Source: an optimization exercise on an open RTL-to-GDS flow (aim: a short achievable clock period and few clock cycles per item). Production flows keep margins and buffers that such runs may drop.
RTL that was checked went through simulation tests only; none was proved equivalent to the original.
The clock port is modelled as an ideal driver; clocking choices that lean on that would not hold on a real chip.
Power and IR drop assume default switching activity.

## trial 27
==> flow/design.v (excerpt) <==
module cpu_top (
    input  logic            clk,
    input  logic            rst_n,
    output logic            wb_cyc,
    output logic            wb_stb,
    output logic            wb_we,
    output cpu_pkg::word_t  wb_adr,
    output cpu_pkg::word_t  wb_dat_o,
    input  cpu_pkg::word_t  wb_dat_i,
    input  logic            wb_ack
);
Size: roughly 4,600 cells after synthesis, roughly 1,100 flip-flops, about 100 I/O pins, roughly 51,000 µm² of cells after synthesis.
==> flow/config.mk <==
export PLATFORM = sky130hd
export DESIGN_NAME = cpu_top
export DESIGN_NICKNAME = cpu_top
export VERILOG_FILES = /design/flow/design.v
export SDC_FILE = /design/flow/constraint.sdc
export NUM_CORES = 4
export LEC_CHECK = 0
export ABC_CLOCK_PERIOD_IN_PS = 2000
export CAP_MARGIN = 20
export CORE_MARGIN = 2
export CORE_UTILIZATION = 55
export CTS_CLUSTER_DIAMETER = 60
export CTS_CLUSTER_SIZE = 25
export SETUP_SLACK_MARGIN = 3.7
export SLEW_MARGIN = 20
==> flow/constraint.sdc <==
create_clock -name core_clock -period 6.0 [get_ports {clk}]
set_input_delay 1.2000 -clock core_clock [delete_from_list [all_inputs] [get_ports {clk}]]
set_output_delay 1.2000 -clock core_clock [all_outputs]
set_load 0.01 [all_outputs]
standard.sh (not shown) runs the stock make flow with config.mk's settings and CLKGATE_MAP_FILE= SYNTH_SCRIPT=/design/flow/synth_recipe.tcl, a recipe that flattens the netlist after the stock synthesis.
==> flow/flow/run.sh <==
#!/bin/bash
# Own layout flow: the standard flow, with the top of the clock tree rebuilt
# after CTS so that the clock port drives 4 root buffers that drive the leaf
# buffers directly (one level less than the standard tree). Each tool writes its
# full output to a log file of its own in the work folder.
set -euo pipefail
HERE="$(cd "$(dirname "${BASH_SOURCE[0]}")" && pwd)"
WORK="$(pwd)"
RES="$WORK/orfs/results/$FLOW_PLATFORM/cpu_top/base"

bash standard.sh cts > "$WORK/flow_standard_to_cts.log" 2>&1

CTS_ODB="$RES/4_cts.odb" CLK_NET=clk \
    openroad -no_init -exit "$HERE/clktop_run.tcl" > "$WORK/flow_clktop.log" 2>&1
grep -q "clktop: root q" "$WORK/flow_clktop.log"
# the CTS result is newer than its inputs, so make continues from it
touch "$RES/4_cts.odb" "$RES/4_cts.sdc"

bash standard.sh finish > "$WORK/flow_standard_finish.log" 2>&1
test -f "$WORK/out/final.def"
Other scripts of this flow, unchanged in this note and not shown: flow/flow/clktop.tcl, flow/flow/clktop_run.tcl
Trial 27: all stages complete, timing, DRC and antenna checks passed
Testbench counts of trial 27, summed over its fixed seeds: cycles 19,517, instructions 12,288.
Edits applied to the flow inputs when going from trial 27 to trial 66:
diff --git a/flow/design.v b/flow/design.v
--- a/flow/design.v
+++ b/flow/design.v
@@ -35,22 +35,22 @@
     endfunction
     logic              b_idle;    
     logic              b_ld;      
     logic              b_fetch;   
     logic              b_kill;    
     cpu_pkg::reg_idx_t b_ra;      
     logic [NR-1:0]     b_w1h;     
     cpu_pkg::word_t    pc_f;      
+    cpu_pkg::word_t    pc_f1;     
     logic [QD-1:0]     occ;       
     logic              fetch_ok;
     logic              taken;     
-    logic free, ld_done, f_done;
+    logic free, f_done;
     assign free     = b_idle || wb_ack;
-    assign ld_done  = wb_ack && b_ld && !b_kill;
     assign f_done   = wb_ack && b_fetch;
     assign fetch_ok = !occ[QD-1];
     logic [IW-1:0] iq [QD];
     logic [QD-1:0] iq_rp, iq_wp;    
     logic [QD-1:0] iq_val;          
     logic          iq_empty;
     logic [IW-1:0] fin;
     cpu_pkg::opcode_t fop;
@@ -97,30 +97,41 @@
         end
     end
     assign x3_c     = {x3_gb | (x3_pb & {(LB-1){x3_ca[LA-1]}}), x3_ca};
     assign x3_inc_s = x3_ca[LA-1] ? x3_inc[1] : x3_inc[0];
     assign x3_dec_s = x3_ca[LA-1] ? x3_dec[1] : x3_dec[0];
     assign x3_ea    = {x3_hb ^ ((x3_h1 & {HW{x3_inc_s}}) | (x3_h0 & {HW{x3_dec_s}})),
                        x3_p ^ {x3_c, 1'b0}};
     logic x3_out, x2_out, issue_data, issue_fetch;
+    logic x3_out_0, x2_out_0, issue_fetch_0;
     cpu_pkg::word_t st_data;
-    assign x3_out = !x3_mem || free;
-    assign x2_out = !x2_v || x3_out;
+    assign x3_out_0      = !x3_mem || b_idle;
+    assign x2_out_0      = !x2_v || x3_out_0;
+    assign issue_fetch_0 = b_idle && !x3_mem && fetch_ok;
+    assign x3_out      = wb_ack || x3_out_0;
+    assign x2_out      = wb_ack || x2_out_0;
     assign issue_data  = free && x3_mem;
-    assign issue_fetch = free && !x3_mem && fetch_ok;
+    assign issue_fetch = wb_ack ? (!x3_mem && fetch_ok) : issue_fetch_0;
     assign st_data     = (x3_byp && !b_kill) ? wb_dat_i : st_rd;
     logic haz, x1_adv, x1_pop, ir_load, ir_take;
+    logic x1_adv_0, x1_adv_1, ir_load_0, ir_load_1, ir_take_0, ir_take_1;
     assign haz = !ir_rbz && ((x2_v && (x2_ld || x2_ldi) && (x2_ra == ir_rb)) ||
                              (x3_v && (x3_ld || x3_ldi) && (x3_ra == ir_rb)) ||
                              (b_ld && (b_ra == ir_rb)));
-    assign x1_adv  = ir_v && !ir_nop && x2_out && !haz;
+    assign x1_adv_0  = ir_v && !ir_nop && x2_out_0 && !haz;
+    assign x1_adv_1  = ir_v && !ir_nop && !haz;
+    assign ir_load_0 = !ir_v || ir_nop || (x2_out_0 && !haz);
+    assign ir_load_1 = !ir_v || ir_nop || !haz;
+    assign ir_take_0 = ir_load_0 && !iq_empty;
+    assign ir_take_1 = ir_load_1 && (!iq_empty || b_fetch);
+    assign x1_adv  = wb_ack ? x1_adv_1  : x1_adv_0;
     assign x1_pop  = ir_v && (ir_nop || (x2_out && !haz));
-    assign ir_load = !ir_v || x1_pop;
-    assign ir_take = ir_load && (!iq_empty || f_done);
+    assign ir_load = wb_ack ? ir_load_1 : ir_load_0;
+    assign ir_take = wb_ack ? ir_take_1 : ir_take_0;
     logic [IW-1:0]     ir_nxt;
     cpu_pkg::reg_idx_t ir_nxt_rb;
     logic [IW-1:0]     iq_hd;
     always_comb begin
         iq_hd = '0;
         for (int i = 0; i < QD; i++) iq_hd = iq_hd | (iq[i] & {IW{iq_rp[i]}});
     end
     assign ir_nxt    = iq_empty ? fin : iq_hd;
@@ -171,30 +182,31 @@
     end
     always_ff @(posedge clk or negedge rst_n) begin
         if (!rst_n) begin
             for (int i = 0; i < NR; i++) regs[i] <= '0;
         end else begin
             for (int i = 0; i < NR; i++) begin
                 if (x3_l1h[i])
                     regs[i] <= x3_ea;
-                else if (ld_done && b_w1h[i])
+                else if (wb_ack && b_w1h[i])
                     regs[i] <= wb_dat_i;
             end
         end
     end
     always_ff @(posedge clk or negedge rst_n) begin
         if (!rst_n) begin
             wb_cyc   <= 1'b0;
             b_idle   <= 1'b1;
             b_ld     <= 1'b0;
             b_fetch  <= 1'b0;
             b_kill   <= 1'b0;
             b_w1h    <= '0;
             pc_f     <= cpu_pkg::word_t'(0);
+            pc_f1    <= cpu_pkg::word_t'(0 + 1);
             occ      <= '0;
             taken    <= 1'b0;
             iq_rp    <= QD'(1);
             iq_wp    <= QD'(1);
             iq_val   <= '0;
             ir_v     <= 1'b0;
             x2_v     <= 1'b0;
             x3_v     <= 1'b0;
@@ -204,20 +216,24 @@
         end else begin
             wb_cyc <= !free || issue_data || issue_fetch;
             if (free) begin
                 b_idle   <= !(issue_data || issue_fetch);
                 b_ld     <= issue_data && x3_ld;
                 b_fetch  <= issue_fetch;
                 b_kill   <= 1'b0;
                 b_w1h    <= issue_data ? x3_d1h : '0;
-            end else if ((x3_l1h & b_w1h) != '0) begin
+            end else if (x3_v && x3_ldi && b_ld && x3_ra == b_ra) begin
                 b_kill   <= 1'b1;
+                b_w1h    <= '0;
+            end
+            if (issue_fetch) begin
+                pc_f  <= pc_f1;
+                pc_f1 <= pc_f1 + cpu_pkg::word_t'(1);
             end
-            if (issue_fetch) pc_f <= pc_f + cpu_pkg::word_t'(1);
             taken <= ir_take;
             if (issue_fetch && !taken)
                 occ <= {occ[QD-2:0], 1'b1};
             else if (taken && !issue_fetch)
                 occ <= {1'b0, occ[QD-1:1]};
             if (f_done && !(ir_load && iq_empty)) begin
                 iq_wp  <= {iq_wp[QD-2:0], iq_wp[QD-1]};
                 iq_val <= (iq_val | iq_wp) & ~((ir_load && !iq_empty) ? iq_rp : '0);
Findings:
Trial 66 — total wirelength of the detailed-routed design about 5% higher, trial 27 as reference
Looking only at sequential share of layout area, and setting everything else aside, the lower value of trial 27 and trial 66 goes to trial 27.
A highest signal layer in the routed design of met4 is what trial 66 shows, while met5 belongs to trial 27.
Summary of trial 66 over trial 27: setup slack at placement shows a reduction of 450 ps, netlist area before placement shows an increase of about 2%.
Compare trial 27 and trial 66 | sequential standard cell area lower: trial 27
Trial 66: utilization after layout is 1.3 points lower than what trial 27 reported.
Testbench counts of trial 66, summed over its fixed seeds: cycles 19,517, instructions 12,288.

---

cpu_top, a different RTL version from the one above (not shown whole).
Size: ~4,400 cells after synthesis, roughly 100 I/O pins.
Settings: LEC_CHECK=0, ABC_CLOCK_PERIOD_IN_PS=2000, CAP_MARGIN=20, CORE_MARGIN=2, CORE_UTILIZATION=30, SETUP_SLACK_MARGIN=3.5, SLEW_MARGIN=20; clock period 6.0 ns.
run.sh (not shown) runs the stock make flow with config.mk's settings and CLKGATE_MAP_FILE= SYNTH_SCRIPT=/design/flow/synth_recipe.tcl, a recipe that flattens the netlist after the stock synthesis.
Stock flow here: none of the scripts above is used.
Testbench counts at the start, summed over its fixed seeds: cycles 19,517, instructions 12,288.
Next try:
--- a/flow/design.v
+++ b/flow/design.v
@@ -18,21 +18,21 @@
     output logic            wb_cyc,
     output logic            wb_stb,
     output logic            wb_we,
     output cpu_pkg::word_t  wb_adr,
     output cpu_pkg::word_t  wb_dat_o,
     input  cpu_pkg::word_t  wb_dat_i,
     input  logic            wb_ack
 );
     localparam int NR = 16;
     localparam int QD = 4;
-    localparam int QW = 2;   
+    localparam int QW = $clog2(QD);
     localparam int HW = 32 - 19;
     localparam int IW = 4 + 2*4 + 19;
     function automatic logic [NR-1:0] dec1h(input logic [4-1:0] r);
         for (int i = 0; i < NR; i++) dec1h[i] = (r == i);
     endfunction
     logic              b_ld;      
     logic              b_fetch;   
     logic              b_kill;    
     logic [NR-1:0]     b_w1h;     
     cpu_pkg::word_t    pc_f;      
Design area stays the same; final cell count is unchanged; synthesized cell count does not change; area after synthesis is unchanged; count of clock-buffer cells in the layout does not change; worst setup slack stays the same; power is unchanged; utilization stays the same; combinational power stays flat; die area is unchanged; fmax does not change; critical path depth is unchanged; routed wire length does not change; first-iteration DRC count is unchanged.
No functional check of the RTL was part of the second run of this note.

---

== Q ==
The RTL this note starts from:
==> flow/design.v <==
package cpu_pkg;
    typedef logic [32-1:0] word_t;
    typedef logic [4-1:0] reg_idx_t;
    typedef logic [5-1:0] opcode_t;
    typedef logic [19-1:0] offset_t;
    typedef enum logic [2:0] {
        st_fetch,
        st_decode,
        st_address,
        st_memory,
        st_writeback
    } cpu_state_t;
endpackage
`timescale 1ns/1ps
module cpu_top (
    input  logic            clk,
    input  logic            rst_n,
    output logic            wb_cyc,
    output logic            wb_stb,
    output logic            wb_we,
    output cpu_pkg::word_t  wb_adr,
    output cpu_pkg::word_t  wb_dat_o,
    input  cpu_pkg::word_t  wb_dat_i,
    input  logic            wb_ack
);
    localparam int NR = 16;
    localparam int QD = 5;
    localparam int OW = 19;
    localparam int HW = 32 - 19;
    localparam int LA = 10;         
    localparam int LB = OW - LA;    
    localparam int IW = 4 + 2*4 + OW;
    function automatic logic [NR-1:0] dec1h(input logic [4-1:0] r);
        for (int i = 0; i < NR; i++) dec1h[i] = (r == i);
    endfunction
    logic              b_idle;    
    logic              b_ld;      
    logic              b_fetch;   
    logic              b_kill;    
    cpu_pkg::reg_idx_t b_ra;      
    logic [NR-1:0]     b_w1h;     
    cpu_pkg::word_t    pc_f;      
    logic [QD-1:0]     occ;       
    logic              fetch_ok;
    logic              taken;     
    logic free, ld_done, f_done;
    assign free     = b_idle || wb_ack;
    assign ld_done  = wb_ack && b_ld && !b_kill;
    assign f_done   = wb_ack && b_fetch;
    assign fetch_ok = !occ[QD-1];
    logic [IW-1:0] iq [QD];
    logic [QD-1:0] iq_rp, iq_wp;    
    logic [QD-1:0] iq_val;          
    logic          iq_empty;
    logic [IW-1:0] fin;
    cpu_pkg::opcode_t fop;
    assign fop = wb_dat_i[31:27];
    assign fin = {!(fop == cpu_pkg::opcode_t'(0) || fop == cpu_pkg::opcode_t'(1) ||
                    fop == cpu_pkg::opcode_t'(2)),
                  fop == cpu_pkg::opcode_t'(2),
                  fop == cpu_pkg::opcode_t'(1),
                  fop == cpu_pkg::opcode_t'(0),
                  wb_dat_i[26:0]};
    assign iq_empty = (iq_val & iq_rp) == '0;
    logic              ir_v, ir_nop, ir_st, ir_ldi, ir_ld, ir_rbz;
    cpu_pkg::reg_idx_t ir_ra, ir_rb;
    logic [NR-1:0]     ir_rb1h;
    cpu_pkg::offset_t  ir_off;
    logic              x2_v, x2_ld, x2_ldi, x2_st;
    cpu_pkg::reg_idx_t x2_ra;
    logic [OW-1:0]     x2_g, x2_p;
    logic [HW-1:0]     x2_hb;
    logic              x2_s;      
    logic              x3_v, x3_mem, x3_ld, x3_ldi, x3_st;
    cpu_pkg::reg_idx_t x3_ra;
    logic [NR-1:0]     x3_ra1h;
    logic [NR-1:0]     x3_l1h;    
    logic [NR-1:0]     x3_d1h;    
    logic [OW-1:0]     x3_p;
    logic [LA-1:0]     x3_ca;             
    logic [LB-2:0]     x3_gb, x3_pb;      
    logic [HW-1:0]     x3_hb, x3_h1, x3_h0;
    logic [1:0]        x3_inc, x3_dec;    
    logic [OW-2:0]     x3_c;              
    logic              x3_inc_s, x3_dec_s;
    logic              x3_byp;    
    cpu_pkg::word_t    x3_ea;
    cpu_pkg::word_t    regs [NR];
    cpu_pkg::word_t    st_rd;     
    cpu_pkg::word_t    base_rd;   
    always_comb begin
        st_rd   = '0;
        base_rd = '0;
        for (int i = 0; i < NR; i++) begin
            st_rd = st_rd | (regs[i] & {32{x3_ra1h[i]}});
            if (i != 0) base_rd = base_rd | (regs[i] & {32{ir_rb1h[i]}});
        end
    end
    assign x3_c     = {x3_gb | (x3_pb & {(LB-1){x3_ca[LA-1]}}), x3_ca};
    assign x3_inc_s = x3_ca[LA-1] ? x3_inc[1] : x3_inc[0];
    assign x3_dec_s = x3_ca[LA-1] ? x3_dec[1] : x3_dec[0];
    assign x3_ea    = {x3_hb ^ ((x3_h1 & {HW{x3_inc_s}}) | (x3_h0 & {HW{x3_dec_s}})),
                       x3_p ^ {x3_c, 1'b0}};
    logic x3_out, x2_out, issue_data, issue_fetch;
    cpu_pkg::word_t st_data;
    assign x3_out = !x3_mem || free;
    assign x2_out = !x2_v || x3_out;
    assign issue_data  = free && x3_mem;
    assign issue_fetch = free && !x3_mem && fetch_ok;
    assign st_data     = (x3_byp && !b_kill) ? wb_dat_i : st_rd;
    logic haz, x1_adv, x1_pop, ir_load, ir_take;
    assign haz = !ir_rbz && ((x2_v && (x2_ld || x2_ldi) && (x2_ra == ir_rb)) ||
                             (x3_v && (x3_ld || x3_ldi) && (x3_ra == ir_rb)) ||
                             (b_ld && (b_ra == ir_rb)));
    assign x1_adv  = ir_v && !ir_nop && x2_out && !haz;
    assign x1_pop  = ir_v && (ir_nop || (x2_out && !haz));
    assign ir_load = !ir_v || x1_pop;
    assign ir_take = ir_load && (!iq_empty || f_done);
    logic [IW-1:0]     ir_nxt;
    cpu_pkg::reg_idx_t ir_nxt_rb;
    logic [IW-1:0]     iq_hd;
    always_comb begin
        iq_hd = '0;
        for (int i = 0; i < QD; i++) iq_hd = iq_hd | (iq[i] & {IW{iq_rp[i]}});
    end
    assign ir_nxt    = iq_empty ? fin : iq_hd;
    assign ir_nxt_rb = ir_nxt[22:19];
    logic [OW-1:0] a_g, a_p;
    logic [LA-1:0] ga, pa, ga2, pa2;
    logic [LB-1:0] gb, pb, gb2, pb2;
    logic          off_s;
    logic [HW-1:0] hb;
    logic [HW-1:0] h_all1, h_all0;    
    always_comb begin
        a_g = x2_g;
        a_p = x2_p;
        ga  = a_g[LA-1:0];
        pa  = a_p[LA-1:0];
        for (int d = 1; d < LA; d = d * 2) begin
            ga2 = ga;
            pa2 = pa;
            for (int i = d; i < LA; i++) begin
                ga2[i] = ga[i] | (pa[i] & ga[i-d]);
                pa2[i] = pa[i] & pa[i-d];
            end
            ga = ga2;
            pa = pa2;
        end
        gb = a_g[OW-1:LA];
        pb = a_p[OW-1:LA];
        for (int d = 1; d < LB; d = d * 2) begin
            gb2 = gb;
            pb2 = pb;
            for (int i = d; i < LB; i++) begin
                gb2[i] = gb[i] | (pb[i] & gb[i-d]);
                pb2[i] = pb[i] & pb[i-d];
            end
            gb = gb2;
            pb = pb2;
        end
        off_s = x2_s;
        hb = x2_hb;
        for (int i = 0; i < HW; i++) begin
            h_all1[i] = 1'b1;
            h_all0[i] = 1'b1;
            for (int j = 0; j < i; j++) begin
                h_all1[i] = h_all1[i] & hb[j];
                h_all0[i] = h_all0[i] & !hb[j];
            end
        end
    end
    always_ff @(posedge clk or negedge rst_n) begin
        if (!rst_n) begin
            for (int i = 0; i < NR; i++) regs[i] <= '0;
        end else begin
            for (int i = 0; i < NR; i++) begin
                if (x3_l1h[i])
                    regs[i] <= x3_ea;
                else if (ld_done && b_w1h[i])
                    regs[i] <= wb_dat_i;
            end
        end
    end
    always_ff @(posedge clk or negedge rst_n) begin
        if (!rst_n) begin
            wb_cyc   <= 1'b0;
            b_idle   <= 1'b1;
            b_ld     <= 1'b0;
            b_fetch  <= 1'b0;
            b_kill   <= 1'b0;
            b_w1h    <= '0;
            pc_f     <= cpu_pkg::word_t'(0);
            occ      <= '0;
            taken    <= 1'b0;
            iq_rp    <= QD'(1);
            iq_wp    <= QD'(1);
            iq_val   <= '0;
            ir_v     <= 1'b0;
            x2_v     <= 1'b0;
            x3_v     <= 1'b0;
            x3_mem   <= 1'b0;
            x3_l1h   <= '0;
            x3_d1h   <= '0;
        end else begin
            wb_cyc <= !free || issue_data || issue_fetch;
            if (free) begin
                b_idle   <= !(issue_data || issue_fetch);
                b_ld     <= issue_data && x3_ld;
                b_fetch  <= issue_fetch;
                b_kill   <= 1'b0;
                b_w1h    <= issue_data ? x3_d1h : '0;
            end else if ((x3_l1h & b_w1h) != '0) begin
                b_kill   <= 1'b1;
            end
            if (issue_fetch) pc_f <= pc_f + cpu_pkg::word_t'(1);
            taken <= ir_take;
            if (issue_fetch && !taken)
                occ <= {occ[QD-2:0], 1'b1};
            else if (taken && !issue_fetch)
                occ <= {1'b0, occ[QD-1:1]};
            if (f_done && !(ir_load && iq_empty)) begin
                iq_wp  <= {iq_wp[QD-2:0], iq_wp[QD-1]};
                iq_val <= (iq_val | iq_wp) & ~((ir_load && !iq_empty) ? iq_rp : '0);
            end else if (ir_load && !iq_empty) begin
                iq_val <= iq_val & ~iq_rp;
            end
            if (ir_load && !iq_empty) iq_rp <= {iq_rp[QD-2:0], iq_rp[QD-1]};
            if (ir_load) ir_v <= ir_take;
            if (x2_out) x2_v <= x1_adv;
            if (x3_out) begin
                x3_v   <= x2_v;
                x3_mem <= x2_v && (x2_ld || x2_st);
                x3_l1h <= (x2_v && x2_ldi) ? dec1h(x2_ra) : '0;
                x3_d1h <= (x2_v && x2_ld)  ? dec1h(x2_ra) : '0;
            end
        end
    end
    cpu_pkg::word_t adr_h, dat_h;
    logic           we_h;
    cpu_pkg::word_t adr_n;
    assign adr_n = x3_mem ? x3_ea : pc_f;
    always_ff @(posedge clk or negedge rst_n) begin
        if (!rst_n) begin
            adr_h <= '0;
            dat_h <= '0;
            we_h  <= 1'b0;
        end else if (free) begin
            adr_h <= adr_n;
            dat_h <= st_data;
            we_h  <= issue_data && x3_st;
        end
    end
    always_ff @(posedge clk) begin
        wb_adr   <= free ? adr_n : adr_h;
        wb_dat_o <= free ? st_data : dat_h;
        wb_we    <= free ? (issue_data && x3_st) : we_h;
        wb_stb   <= !free || issue_data || issue_fetch;
    end
    always_ff @(posedge clk) begin
        if (free) b_ra <= x3_ra;
        for (int i = 0; i < QD; i++) if (f_done && iq_wp[i]) iq[i] <= fin;
        if (ir_load) begin
            {ir_nop, ir_st, ir_ldi, ir_ld, ir_ra, ir_rb, ir_off} <= ir_nxt;
            ir_rbz  <= ir_nxt_rb == '0;
            ir_rb1h <= dec1h(ir_nxt_rb);
        end
        if (x1_adv) begin
            x2_ld   <= ir_ld;
            x2_ldi  <= ir_ldi;
            x2_st   <= ir_st;
            x2_ra   <= ir_ra;
            x2_g    <= base_rd[OW-1:0] & ir_off;
            x2_p    <= base_rd[OW-1:0] ^ ir_off;
            x2_hb   <= base_rd[32-1:OW];
            x2_s    <= ir_off[OW-1];
        end
        if (x3_out)
            x3_byp <= x2_v && x2_st && (free ? (x3_mem && x3_ld && x3_ra == x2_ra) : (b_ld && b_ra == x2_ra));
        else if (free)
            x3_byp <= 1'b0;
        if (x3_out) begin
            x3_ld   <= x2_ld;
            x3_ldi  <= x2_ldi;
            x3_st   <= x2_st;
            x3_ra   <= x2_ra;
            x3_ra1h <= dec1h(x2_ra);
            x3_p    <= a_p;
            x3_ca   <= ga;
            x3_gb   <= gb[LB-2:0];
            x3_pb   <= pb[LB-2:0];
            x3_hb   <= hb;
            x3_h1   <= h_all1;
            x3_h0   <= h_all0;
            x3_inc  <= {!off_s && (gb[LB-1] || pb[LB-1]), !off_s && gb[LB-1]};
            x3_dec  <= { off_s && !(gb[LB-1] || pb[LB-1]), off_s && !gb[LB-1]};
        end
    end
endmodule
Settings: LEC_CHECK=0, ABC_CLOCK_PERIOD_IN_PS=2000, CAP_MARGIN=20, CORE_MARGIN=2, CORE_UTILIZATION=55, CTS_CLUSTER_DIAMETER=60, CTS_CLUSTER_SIZE=25, SETUP_SLACK_MARGIN=3.7, SLEW_MARGIN=20; clock period 6.0 ns.
Testbench counts of Q, summed over its fixed seeds: cycles 19,517, instructions 12,288.
The inputs of R differ from those of Q as listed below.
--- a/flow/design.v
+++ b/flow/design.v
@@ -66,13 +66,12 @@
     cpu_pkg::reg_idx_t ir_ra, ir_rb;
     logic [NR-1:0]     ir_rb1h;
     cpu_pkg::offset_t  ir_off;
     logic              x2_v, x2_ld, x2_ldi, x2_st;
     cpu_pkg::reg_idx_t x2_ra;
-    logic [OW-1:0]     x2_g, x2_p;
-    logic [HW-1:0]     x2_hb;
-    logic              x2_s;      
+    cpu_pkg::word_t    x2_base;
+    cpu_pkg::offset_t  x2_off;
     logic              x3_v, x3_mem, x3_ld, x3_ldi, x3_st;
     cpu_pkg::reg_idx_t x3_ra;
     logic [NR-1:0]     x3_ra1h;
     logic [NR-1:0]     x3_l1h;    
     logic [NR-1:0]     x3_d1h;    
@@ -130,12 +129,12 @@
     logic [LB-1:0] gb, pb, gb2, pb2;
     logic          off_s;
     logic [HW-1:0] hb;
     logic [HW-1:0] h_all1, h_all0;    
     always_comb begin
-        a_g = x2_g;
-        a_p = x2_p;
+        a_g = x2_base[OW-1:0] & x2_off;
+        a_p = x2_base[OW-1:0] ^ x2_off;
         ga  = a_g[LA-1:0];
         pa  = a_p[LA-1:0];
         for (int d = 1; d < LA; d = d * 2) begin
             ga2 = ga;
             pa2 = pa;
@@ -156,12 +155,12 @@
                 pb2[i] = pb[i] & pb[i-d];
             end
             gb = gb2;
             pb = pb2;
         end
-        off_s = x2_s;
-        hb = x2_hb;
+        off_s = x2_off[OW-1];
+        hb = x2_base[32-1:OW];
         for (int i = 0; i < HW; i++) begin
             h_all1[i] = 1'b1;
             h_all0[i] = 1'b1;
             for (int j = 0; j < i; j++) begin
                 h_all1[i] = h_all1[i] & hb[j];
@@ -267,14 +266,12 @@
         if (x1_adv) begin
             x2_ld   <= ir_ld;
             x2_ldi  <= ir_ldi;
             x2_st   <= ir_st;
             x2_ra   <= ir_ra;
-            x2_g    <= base_rd[OW-1:0] & ir_off;
-            x2_p    <= base_rd[OW-1:0] ^ ir_off;
-            x2_hb   <= base_rd[32-1:OW];
-            x2_s    <= ir_off[OW-1];
+            x2_off  <= ir_off;
+            x2_base <= base_rd;
         end
         if (x3_out)
             x3_byp <= x2_v && x2_st && (free ? (x3_mem && x3_ld && x3_ra == x2_ra) : (b_ld && b_ra == x2_ra));
         else if (free)
             x3_byp <= 1'b0;
[summary]
- Taking Q as the reference, in R initial core utilization has remained practically unchanged; synthesized cell count has remained practically unchanged.
- On number of sequential cells in the layout, Q tracks R almost exactly.
- On finished layout cell area, Q beats R.
- Share of synthesized cell area in and, or, nand and nor gates: Q vs R, no meaningful difference
- Share of cell area taken by multi-input logic gates across Q and R: no real change.
- Post-cts sizing count: R lower than Q
- Diff Q -> R: maximum number of pins on one net before global-route repair rose 2; number of buffers inserted to repair setup after CTS rose about 70%; delay of the slowest cell on the worst path about even; wire length of the first global-routing pass about even; number of global-route vias before repair about even.
Testbench counts of R, summed over its fixed seeds: cycles 19,517, instructions 12,288.

-- static timing again, ports no longer ideal --
The results above use ideal ports. As a check the final layouts listed here were re-extracted and re-timed, cells and wires unchanged. Step 1 sets driving cells, clkbuf_16 on the clock port and buf_2 on the other inputs (assumed; they add their load-dependent delay and slew). Step 2 moves the port delays by t, midway between the first and last clock arrival at a register: inputs arrive t later, outputs are due t later. That takes back most of the time a late clock gives input paths. Three values: no drivers, after step 1, after step 2; two values: the first two.
run	shift t [ns]	slack for setup (ns)	worst setup path at the end	latest minus earliest clock arrival (ns)	slew at the worst register clock pin (ns)
trial 27	0.714	3.655 / 3.578 / 3.086	input to register	0.046 / 0.045	0.10 / 0.10
trial 66	0.732	3.635 / 3.545 / 3.010	input to register	0.085 / 0.086	0.10 / 0.10
the first run of note 2	0.822	3.304 / 3.223 / 2.769	input to register	0.031 / 0.031	0.07 / 0.07
the second run of note 2	0.822	3.304 / 3.223 / 2.769	input to register	0.031 / 0.031	0.07 / 0.07
Q	0.756	3.613 / 3.542 / 3.014	input to register	0.035 / 0.035	0.10 / 0.10
R	0.761	3.596 / 3.526 / 2.971	input to register	0.040 / 0.040	0.10 / 0.10
After both steps setup and hold are still met in every run listed.
